Background: an optimization exercise with open tools, aiming at a short achievable clock period and few clock cycles. Do not read the settings as production practice. Only simulation tests tie the RTL to the original design; equivalence was not proved.

==> flow/design.v <==
`default_nettype none
package isa_pkg;
        typedef logic [15:0] word_t;
        typedef logic [3:0] reg_idx_t;
        typedef enum logic [3:0] {
                op_add  = 4'd0,
                op_addi = 4'd1,
                op_sub  = 4'd2,
                op_sw   = 4'd5,
                op_lw   = 4'd6,
                op_nand = 4'd8,
                op_beq  = 4'd14,
                op_jump = 4'd15
        } opcode_t;
        localparam int field_width = 4;
        localparam int opcode_lsb = 12;
        localparam int field_c_lsb = 8;
        localparam int field_b_lsb = 4;
        localparam int field_a_lsb = 0;
        localparam int jump_offset_width = 12;
        localparam int reg_count = 16;
endpackage
`default_nettype wire
`default_nettype none
package core_pkg;
        typedef enum logic [4:0] {
                st_add    = 5'd0,
                st_addi   = 5'd1,
                st_sub    = 5'd2,
                st_sw     = 5'd5,
                st_lw     = 5'd6,
                st_nand   = 5'd8,
                st_beq    = 5'd14,
                st_jump   = 5'd15,
                st_fetch  = 5'd16,
                st_beq2   = 5'd19,
                st_sw2    = 5'd20,
                st_decode = 5'd21,
                st_lw2    = 5'd22,
                st_lw3    = 5'd23,
                st_sw3    = 5'd24,
                st_sw4    = 5'd25,
                st_jump2  = 5'd26,
                st_nop    = 5'd28
        } state_t;
        typedef enum logic [2:0] {
                alu_add  = 3'd0,
                alu_sub  = 3'd1,
                alu_nand = 3'd3
        } alu_op_t;
        localparam logic [15:0] idle_store_data = '1;
endpackage
`default_nettype wire
`timescale 1ns/1ps
`default_nettype none
module instr_decode (
        input  logic              clk,
        input  logic              reset,
        input  logic              run_n,
        input  core_pkg::state_t  state,
        input  isa_pkg::word_t    sram_d,
        output logic [3:0]        opcode,
        output isa_pkg::word_t    jump_offset,
        output isa_pkg::reg_idx_t rd_a,
        output isa_pkg::reg_idx_t rd_b,
        output isa_pkg::reg_idx_t wr_c,
        output isa_pkg::word_t    imm,
        output logic              imm_en,
        output logic              reg_we,
        output core_pkg::alu_op_t alu_op
);
        isa_pkg::word_t    instr;
        isa_pkg::reg_idx_t field_a;
        isa_pkg::reg_idx_t field_b;
        isa_pkg::reg_idx_t field_c;
        always_ff @(posedge clk or negedge reset) begin
                if (!reset) begin
                        instr <= {isa_pkg::op_jump, {isa_pkg::jump_offset_width{1'b0}}};
                end else if (!run_n && state == core_pkg::st_fetch) begin
                        instr <= sram_d;
                end
        end
        assign opcode  = instr[isa_pkg::opcode_lsb +: isa_pkg::field_width];
        assign field_c = instr[isa_pkg::field_c_lsb +: isa_pkg::field_width];
        assign field_b = instr[isa_pkg::field_b_lsb +: isa_pkg::field_width];
        assign field_a = instr[isa_pkg::field_a_lsb +: isa_pkg::field_width];
        assign imm = {{(16 - isa_pkg::field_width){1'b0}}, field_a};
        assign jump_offset = {{(16 - isa_pkg::jump_offset_width){instr[isa_pkg::jump_offset_width - 1]}},
                              instr[isa_pkg::jump_offset_width - 1:0]};
        always_comb begin
                rd_a   = 4'hf;
                rd_b   = 4'hf;
                wr_c   = 4'hf;
                imm_en = 1'b0;
                reg_we = 1'b0;
                alu_op = core_pkg::alu_add;
                case (state)
                        core_pkg::st_add, core_pkg::st_sub, core_pkg::st_nand: begin
                                rd_a   = field_a;
                                rd_b   = field_b;
                                wr_c   = field_c;
                                reg_we = 1'b1;
                                if (state == core_pkg::st_sub)
                                        alu_op = core_pkg::alu_sub;
                                else if (state == core_pkg::st_nand)
                                        alu_op = core_pkg::alu_nand;
                        end
                        core_pkg::st_addi: begin
                                rd_b   = field_b;
                                wr_c   = field_c;
                                imm_en = 1'b1;
                                reg_we = 1'b1;
                        end
                        core_pkg::st_sw, core_pkg::st_sw2, core_pkg::st_sw3, core_pkg::st_sw4: begin
                                rd_a   = field_c;
                                rd_b   = field_b;
                                imm_en = 1'b1;
                        end
                        core_pkg::st_lw, core_pkg::st_lw2, core_pkg::st_lw3: begin
                                rd_b   = field_b;
                                wr_c   = field_c;
                                imm_en = 1'b1;
                                reg_we = (state == core_pkg::st_lw3);
                        end
                        core_pkg::st_beq, core_pkg::st_beq2: begin
                                rd_a   = field_c;
                                rd_b   = field_b;
                                alu_op = core_pkg::alu_sub;
                        end
                        default: ;
                endcase
        end
endmodule
`default_nettype wire
`timescale 1ns/1ps
`default_nettype none
module sequencer #(
        parameter isa_pkg::word_t reset_pc = '0
) (
        input  logic              clk,
        input  logic              reset,
        input  logic              run_n,
        input  logic [3:0]        opcode,
        input  isa_pkg::word_t    jump_offset,
        input  logic              zero,
        output core_pkg::state_t  state,
        output isa_pkg::word_t    pc,
        output isa_pkg::word_t    next_fetch
);
        core_pkg::state_t state_next;
        isa_pkg::word_t  pc_next;
        isa_pkg::word_t  branch_disp;
        assign branch_disp = {{(16 - isa_pkg::field_width){1'b0}},
                              jump_offset[isa_pkg::field_a_lsb +: isa_pkg::field_width]};
        always_ff @(posedge clk or negedge reset) begin
                if (!reset) begin
                        state <= core_pkg::st_fetch;
                        pc    <= reset_pc;
                end else if (!run_n) begin
                        state <= state_next;
                        pc    <= pc_next;
                end
        end
        always_comb begin
                state_next = core_pkg::st_fetch;
                case (state)
                        core_pkg::st_fetch:
                                state_next = core_pkg::st_decode;
                        core_pkg::st_decode: begin
                                case (opcode)
                                        isa_pkg::op_add:  state_next = core_pkg::st_add;
                                        isa_pkg::op_addi: state_next = core_pkg::st_addi;
                                        isa_pkg::op_sub:  state_next = core_pkg::st_sub;
                                        isa_pkg::op_nand: state_next = core_pkg::st_nand;
                                        isa_pkg::op_sw:   state_next = core_pkg::st_sw;
                                        isa_pkg::op_lw:   state_next = core_pkg::st_lw;
                                        isa_pkg::op_beq:  state_next = core_pkg::st_beq;
                                        isa_pkg::op_jump: state_next = core_pkg::st_jump;
                                        default: state_next = core_pkg::st_nop;
                                endcase
                        end
                        core_pkg::st_sw:
                                state_next = core_pkg::st_sw2;
                        core_pkg::st_sw2:
                                state_next = core_pkg::st_sw3;
                        core_pkg::st_sw3:
                                state_next = core_pkg::st_sw4;
                        core_pkg::st_lw:
                                state_next = core_pkg::st_lw2;
                        core_pkg::st_lw2:
                                state_next = core_pkg::st_lw3;
                        core_pkg::st_beq:
                                state_next = core_pkg::st_beq2;
                        core_pkg::st_jump:
                                state_next = core_pkg::st_jump2;
                        default:
                                state_next = core_pkg::st_fetch;
                endcase
        end
        always_comb begin
                pc_next = pc;
                case (state)
                        core_pkg::st_add, core_pkg::st_addi, core_pkg::st_sub, core_pkg::st_nand, core_pkg::st_nop, core_pkg::st_lw3, core_pkg::st_sw4:
                                pc_next = pc + 16'd1;
                        core_pkg::st_beq2: begin
                                if (zero)
                                        pc_next = pc + branch_disp;
                                else
                                        pc_next = pc + 16'd1;
                        end
                        core_pkg::st_jump:
                                pc_next = pc + jump_offset - 16'd1;
                        core_pkg::st_jump2:
                                pc_next = pc + 16'd1;
                        default: ;
                endcase
        end
        assign next_fetch = (state == core_pkg::st_jump) ? pc + jump_offset : pc_next;
endmodule
`default_nettype wire
`timescale 1ns/1ps
`default_nettype none
module datapath (
        input  logic              clk,
        input  logic              reset,
        input  logic              run_n,
        input  isa_pkg::reg_idx_t rd_a,
        input  isa_pkg::reg_idx_t rd_b,
        input  isa_pkg::reg_idx_t wr_c,
        input  isa_pkg::word_t    imm,
        input  logic              imm_en,
        input  logic              reg_we,
        input  core_pkg::alu_op_t alu_op,
        input  core_pkg::state_t  state,
        input  isa_pkg::word_t    sram_d,
        output isa_pkg::word_t    alu_out,
        output isa_pkg::word_t    store_data,
        output logic              zero
);
        isa_pkg::word_t regs [isa_pkg::reg_count];
        isa_pkg::word_t reg_a;
        isa_pkg::word_t reg_b;
        isa_pkg::word_t op_a;
        isa_pkg::word_t wr_data;
        logic  ram_to_reg;
        assign reg_a = regs[rd_a];
        assign reg_b = regs[rd_b];
        assign store_data = reg_a;
        assign op_a = imm_en ? imm : reg_a;
        always_comb begin
                case (alu_op)
                        core_pkg::alu_add:  alu_out = op_a + reg_b;
                        core_pkg::alu_sub:  alu_out = op_a - reg_b;
                        core_pkg::alu_nand: alu_out = ~(op_a & reg_b);
                        default:  alu_out = op_a + reg_b;
                endcase
        end
        assign zero = (alu_out == '0);
        assign ram_to_reg = (state == core_pkg::st_lw) || (state == core_pkg::st_lw2) || (state == core_pkg::st_lw3);
        assign wr_data    = ram_to_reg ? sram_d : alu_out;
        always_ff @(posedge clk or negedge reset) begin
                if (!reset) begin
                        for (int i = 0; i < isa_pkg::reg_count; i++) begin
                                regs[i] <= '0;
                        end
                end else if (!run_n && reg_we) begin
                        regs[wr_c] <= wr_data;
                end
        end
endmodule
`default_nettype wire
`timescale 1ns/1ps
`default_nettype none
module mem_port #(
        parameter isa_pkg::word_t reset_pc = '0
) (
        input  logic             clk,
        input  logic             reset,
        input  logic             run_n,
        input  core_pkg::state_t state,
        input  isa_pkg::word_t   pc,
        input  isa_pkg::word_t   next_fetch,
        input  isa_pkg::word_t   alu_out,
        input  isa_pkg::word_t   store_data,
        output isa_pkg::word_t   sram_addr,
        output isa_pkg::word_t   sram_q,
        output logic             sram_we_n
);
        logic we_n_q;
        always_ff @(posedge clk or negedge reset) begin
                if (!reset) begin
                        sram_addr <= reset_pc;
                        sram_q    <= core_pkg::idle_store_data;
                        we_n_q    <= 1'b1;
                end else if (!run_n) begin
                        sram_q <= core_pkg::idle_store_data;
                        we_n_q <= 1'b1;
                        case (state)
                                core_pkg::st_fetch:
                                        sram_addr <= pc;
                                core_pkg::st_sw, core_pkg::st_sw2, core_pkg::st_sw3: begin
                                        sram_addr <= alu_out;
                                        sram_q    <= store_data;
                                        we_n_q    <= (state != core_pkg::st_sw2);
                                end
                                core_pkg::st_lw, core_pkg::st_lw2:
                                        sram_addr <= alu_out;
                                core_pkg::st_add, core_pkg::st_addi, core_pkg::st_sub, core_pkg::st_nand, core_pkg::st_nop, core_pkg::st_beq2,
                                core_pkg::st_jump, core_pkg::st_jump2, core_pkg::st_lw3, core_pkg::st_sw4:
                                        sram_addr <= next_fetch;
                                default: ;
                        endcase
                end
        end
        assign sram_we_n = we_n_q | run_n;
endmodule
`default_nettype wire
`timescale 1ns/1ps
`default_nettype none
module cpu_top #(
        parameter isa_pkg::word_t reset_pc = '0
) (
        input  logic           clk,
        input  logic           reset,
        input  logic           run_n,
        input  isa_pkg::word_t sram_d,
        output isa_pkg::word_t sram_addr,
        output isa_pkg::word_t sram_q,
        output logic           sram_we_n
);
        core_pkg::state_t   state;
        logic [3:0]        opcode;
        core_pkg::alu_op_t  alu_op;
        isa_pkg::word_t    pc;
        isa_pkg::word_t    next_fetch;
        isa_pkg::word_t    jump_offset;
        isa_pkg::word_t    imm;
        isa_pkg::word_t    alu_out;
        isa_pkg::word_t    store_data;
        isa_pkg::reg_idx_t rd_a;
        isa_pkg::reg_idx_t rd_b;
        isa_pkg::reg_idx_t wr_c;
        logic     imm_en;
        logic     reg_we;
        logic     zero;
        instr_decode decode_i (
                .clk(clk), .reset(reset), .run_n(run_n), .state(state), .sram_d(sram_d),
                .opcode(opcode), .jump_offset(jump_offset), .rd_a(rd_a), .rd_b(rd_b),
                .wr_c(wr_c), .imm(imm), .imm_en(imm_en), .reg_we(reg_we), .alu_op(alu_op)
        );
        sequencer #(.reset_pc(reset_pc)) seq_i (
                .clk(clk), .reset(reset), .run_n(run_n), .opcode(opcode),
                .jump_offset(jump_offset), .zero(zero), .state(state), .pc(pc),
                .next_fetch(next_fetch)
        );
        datapath dp_i (
                .clk(clk), .reset(reset), .run_n(run_n), .rd_a(rd_a), .rd_b(rd_b),
                .wr_c(wr_c), .imm(imm), .imm_en(imm_en), .reg_we(reg_we), .alu_op(alu_op),
                .state(state), .sram_d(sram_d), .alu_out(alu_out), .store_data(store_data),
                .zero(zero)
        );
        mem_port #(.reset_pc(reset_pc)) port_i (
                .clk(clk), .reset(reset), .run_n(run_n), .state(state), .pc(pc),
                .next_fetch(next_fetch), .alu_out(alu_out), .store_data(store_data),
                .sram_addr(sram_addr), .sram_q(sram_q), .sram_we_n(sram_we_n)
        );
endmodule
`default_nettype wire
==> flow/run.sh <==
#!/bin/bash
# synth_recipe.tcl (not shown) runs the flow's synth.tcl, then flattens the netlist and writes it again
# the make line also repeats each setting of config.mk as NAME=value (left out here)
make -C /OpenROAD-flow-scripts/flow DESIGN_CONFIG=/design/flow/config.mk WORK_HOME=/design/flow/orfs CLKGATE_MAP_FILE= SYNTH_SCRIPT=/design/flow/synth_recipe.tcl finish
==> flow/config.mk <==
export PLATFORM = sky130hd
export DESIGN_NAME = cpu_top
export DESIGN_NICKNAME = cpu_top
export VERILOG_FILES = /design/flow/design.v
export SDC_FILE = /design/flow/constraint.sdc
export NUM_CORES = 4
export LEC_CHECK = 0
export CAP_MARGIN = 20
export CORE_MARGIN = 2
export CORE_UTILIZATION = 40
export SLEW_MARGIN = 20
==> flow/constraint.sdc <==
create_clock -name core_clock -period 9.0 [get_ports {clk}]
set_input_delay 1.8000 -clock core_clock [delete_from_list [all_inputs] [get_ports {clk}]]
set_output_delay 1.8000 -clock core_clock [all_outputs]
set_load 0.01 [all_outputs]
==> metrics.md <==
| Metric | Value |
|---|---|
| Status | `complete, no violations` |
| Worst Min Path Start | `port_i.sram_q[10]` |
| Tcrit/Tclk final | `92.7%` |
| Unrepaired setup endpoints after global routing | `false` |
| Core area | `53600 sq um` |
| Mean Syn Cell Area | `8.46 sq um` |
| Worst Max-Slew Pin Slew | `1.35 ns` |
| Final number of max-transition violations | `0` |
| Initial antenna violation count | `4` |
| Hold depth | `2` |
| Fin worst setup slack | `0.654 ns` |
| Die Width | `237 um` |
| Clock latency on the worst-skew pair | `0.58 ns` |
| Post-route minimum period | `8.35 ns` |
| Critical Path Start Type | `register` |
| Post-Route Setup TNS | `0 ns` |
| CP max stage delay | `0.68 ns` |
| Full die area | `55900 sq um` |
| Largest net degree at the start of global routing | `165` |
| Non-filler cells, final | `3281` |
| Post-synthesis cell area | `21600 sq um` |
| Gr usage total | `35.6%` |
| CTS buffer count | `39` |
| Setup violations, final | `0` |
| Post-synth EDFFs | `0` |
| Pre-CTS setup slack | `0.913 ns` |
| Resized Gates After CTS | `0` |
| DRT iter0 DRCs | `3122` |
| Starting density of the core | `40.3%` |
| R2R Setup Slk | `0.65 ns` |
| Clock root cell | `clkbuf_16` |
| Post-synth top area share | `35.2%` |
| Dpl hpwl | `71800 um` |
| Hold-fix buffers, CTS | `0` |
| Required time of the critical path | `9.45 ns` |
| Clock Path Buffers | `3` |
| Max Cap Violations | `0` |
| Rows | `85` |
| Top Family by Delay on Critical Path | `compound AO/OA/AOI/OAI gates` |
| Ys Warns | `5` |
| Clock sinks | `326` |
| H-tree lvl count | `2` |
| Max-slew headroom | `9.72%` |
| Dpl cell area | `23000 sq um` |
| CTS tree | `done` |
| Min-Delay Path Class | `reg -> reg` |
| Met2 Wirelength | `42800 um` |
| Reg-to-Reg End | `seq_i.pc[7]` |
| P&R area growth vs syn | `12.6%` |
| Die Height | `237 um` |
| Register area share after synthesis | `37.8%` |
| Synth cell types | `110` |
| Critical Path Stages | `24` |
| Yosys top cell by area | `dfrtp_1` |
| Async SR Flop Fraction | `100%` |
| Post-synth top flop | `dfrtp_1` |
| Routed vias/inst | `6.75` |
| Final number of hold-violating endpoints | `0` |
| Critical setup path kind | `reg -> reg` |
| Hold EP | `port_i.sram_q[10]` |
| Highest routed layer | `met5` |
| Grt total ovfl | `0` |
| # nets final | `2612` |
| Worst Path Buf+Inv | `2` |
| Synth Instances | `2557` |
| First-pass GRT wire length | `147000 um` |
| Most common cell after layout, fill and taps aside | `dfrtp_1` |
| Post-route met1 wirelength | `40500 um` |
| Top cells by area, synth | `dfrtp_1 35%, o21ai_0 5.4%, a21oi_1 5.3%, nor2_1 4.9%, nand2_1 4.1%` |
| Most frequent cells in the layout | `300 x dfrtp_1, 275 x nor2_1, 236 x nand2_1` |
| DR pass1 iterations | `8` |
| GP Congestion | `1.06` |
| Vias in the first global route | `21000` |
| Clock slew at reported path FFs | `0.06 ns` |
| Reg2reg path depth | `24` |
| Layout Utilization | `45.4%` |
| Mapped Nets | `2616` |
| Max frequency | `120 MHz` |
| Data arrival time of the critical path | `8.79 ns` |
| Layout cell share with drive strength beyond 1 | `11.9%` |
| Wire per inst | `30.9 um` |
| CP Capture Type | `register` |
| DRC Markers | `0` |
| Slowest cell on crit path | `dfrtp_1` |
| # IOs | `52` |
| Placed insts | `3208` |
| CP most frequent cell | `a31oi_1` |
| Met3 wire length | `12100 um` |
| WL final | `101000 um` |
| Postcts setup bufs | `0` |
| CP Max Fanout | `24` |
| Register bit count reported by yosys | `326` |
| Reg-to-Reg Start | `seq_i.state[3]` |
| Vias | `22200` |
| Design Area, Final | `24300 sq um` |
| Worst Clk Skew | `0.0234 ns` |
| DRT antenna net count | `0` |
| CP Cell Sequence | `nand4bb_1 -> a31oi_1 -> o22ai_1 -> and2_1 -> a22o_1 -> a2111oi_0 -> a31oi_1 -> mux2i_1 -> inv_1 -> ha_1 -> nor2b_1 -> o2111ai_1 -> a31oi_1 -> o311a_1 -> o21ai_0 -> a21oi_1 -> a211oi_1 -> xnor3_2 -> o311ai_4 -> buf_4 -> and3_1 -> o21ai_1 -> nor3b_1 -> o41ai_1` |
| IO Port Bufs | `51` |
## registers in the layout, indices dropped and copies added, names as in the netlist
register,cells
port_i.sram_addr,16
port_i.we_n_q,1
dp_i.regs,256
seq_i.state,5
port_i.sram_q,16
seq_i.pc,16
decode_i.instr,16
## stage by stage
| stage | hold WS, ns |
|---|---|
| global route | 0.490 |
| detailed placement | 0.467 |
| finish | 0.471 |
| floorplan | 0.450 |
| global placement | 0.454 |
| CTS | 0.477 |
## how the worst max path moves through the flow
| stage | start | end | slack, ns |
|---|---|---|---|
| 3_3_place_gp | seq_i.state[3] | seq_i.pc[15] | 1.01 |
| 4_1_cts | seq_i.state[3] | seq_i.pc[7] | 0.85 |
| 6_report | seq_i.state[3] | seq_i.pc[7] | 0.65 |
| 2_1_floorplan | seq_i.state[0] | seq_i.pc[15] | 2.42 |
| 3_5_place_dp | seq_i.state[3] | seq_i.pc[7] | 0.91 |
| 5_1_grt | seq_i.state[3] | seq_i.pc[7] | 0.14 |
## final cells by class
class | count | area, sq um
diodes | 4 | 10.0
clock buffers | 47 | 1090
clock inverters | 22 | 248
fillers | 5270 | 29300
inverters | 49 | 184
multi-input cells | 1981 | 12400
flip-flops and latches | 326 | 8190
well taps | 696 | 871
repair buffers | 156 | 1320
## cell usage after synthesis (12+ instances only)
library cell,count
nor3_1,41
nand3b_1,13
mux2i_1,52
xor2_1,23
nor2b_1,32
inv_1,46
o22ai_1,19
nor4_1,14
a21o_1,18
a222oi_1,14
buf_2,45
nor2_1,285
ha_1,38
xnor2_1,36
dfstp_2,22
o211ai_1,18
clkbuf_1,136
and3_1,23
o221ai_1,12
o32ai_1,12
a22o_1,33
a221oi_1,26
mux2_2,39
o22a_1,22
a32oi_1,13
nand2b_1,21
and2_1,12
a21oi_1,230
nand2_1,237
a211oi_1,15
a22oi_1,48
o21ai_0,235
a31oi_1,43
o21a_1,22
nand4_1,21
nand3_1,83
dfrtp_1,304
## cell families after synthesis
kind of cell,after synthesis,synth area share (%)
muxes,96,4.96
DFF,326,37.8
buffers and inverters,250,4.89
adders and majority gates,40,2.38
AOI/OAI and AO/OA,930,28.8
xor gates and xnor gates,60,2.50
and+or+nand+nor,855,18.6
## worst register-to-register path, cell delays in order, from the launching register on
cell and delay (ns):
dfrtp_1 0.68, nand4bb_1 0.60, a31oi_1 0.62, o22ai_1 0.35
and2_1 0.38, a22o_1 0.25, a2111oi_0 0.50, a31oi_1 0.38
mux2i_1 0.37, inv_1 0.08, ha_1 0.28, nor2b_1 0.15
o2111ai_1 0.29, a31oi_1 0.17, o311a_1 0.35, o21ai_0 0.20
a21oi_1 0.09, a211oi_1 0.46, xnor3_2 0.50, o311ai_4 0.33
buf_4 0.24, and3_1 0.30, o21ai_1 0.10, nor3b_1 0.17
o41ai_1 0.39
## routing by layer
metal	global-route usage (%)	vias to the layer above
li1	-	9495
met3	10.3	399
met4	17.7	2
met2	52.6	1495
met5	0	-
met1	47.6	10800
Testbench counts, summed over its fixed seeds: cycles 96,485.

## separate check: timing with driven ports
The results above use ideal ports. As a check the final layout listed here was re-extracted and re-timed, cells and wires unchanged. Step 1 (the two cells are an assumption about what drives the block):
set clk [get_ports {clk}]
set_driving_cell -lib_cell sky130_fd_sc_hd__clkbuf_16 $clk
set_driving_cell -lib_cell sky130_fd_sc_hd__buf_2 [delete_from_list [all_inputs] $clk]
Step 2 times the ports against the registers' clock, not the clock port: input delays grow and output delays shrink by t, the midpoint of the rising clock arrivals with the driver on. a / b / c = ideal ports / drivers / drivers and shift; a / b = the first two.
t, ns: 0.627
slack for setup (ns): 0.654 / 0.654 / 0.654
worst setup path after step 2: register to register
latest minus earliest clock arrival (ns): 0.023 / 0.024
slew at the worst register clock pin (ns): 0.07 / 0.07
After both steps setup and hold are still met in this run. For this run, drivers alone change the setup slack by 0.000 ns; drivers and shift together by 0.000 ns.
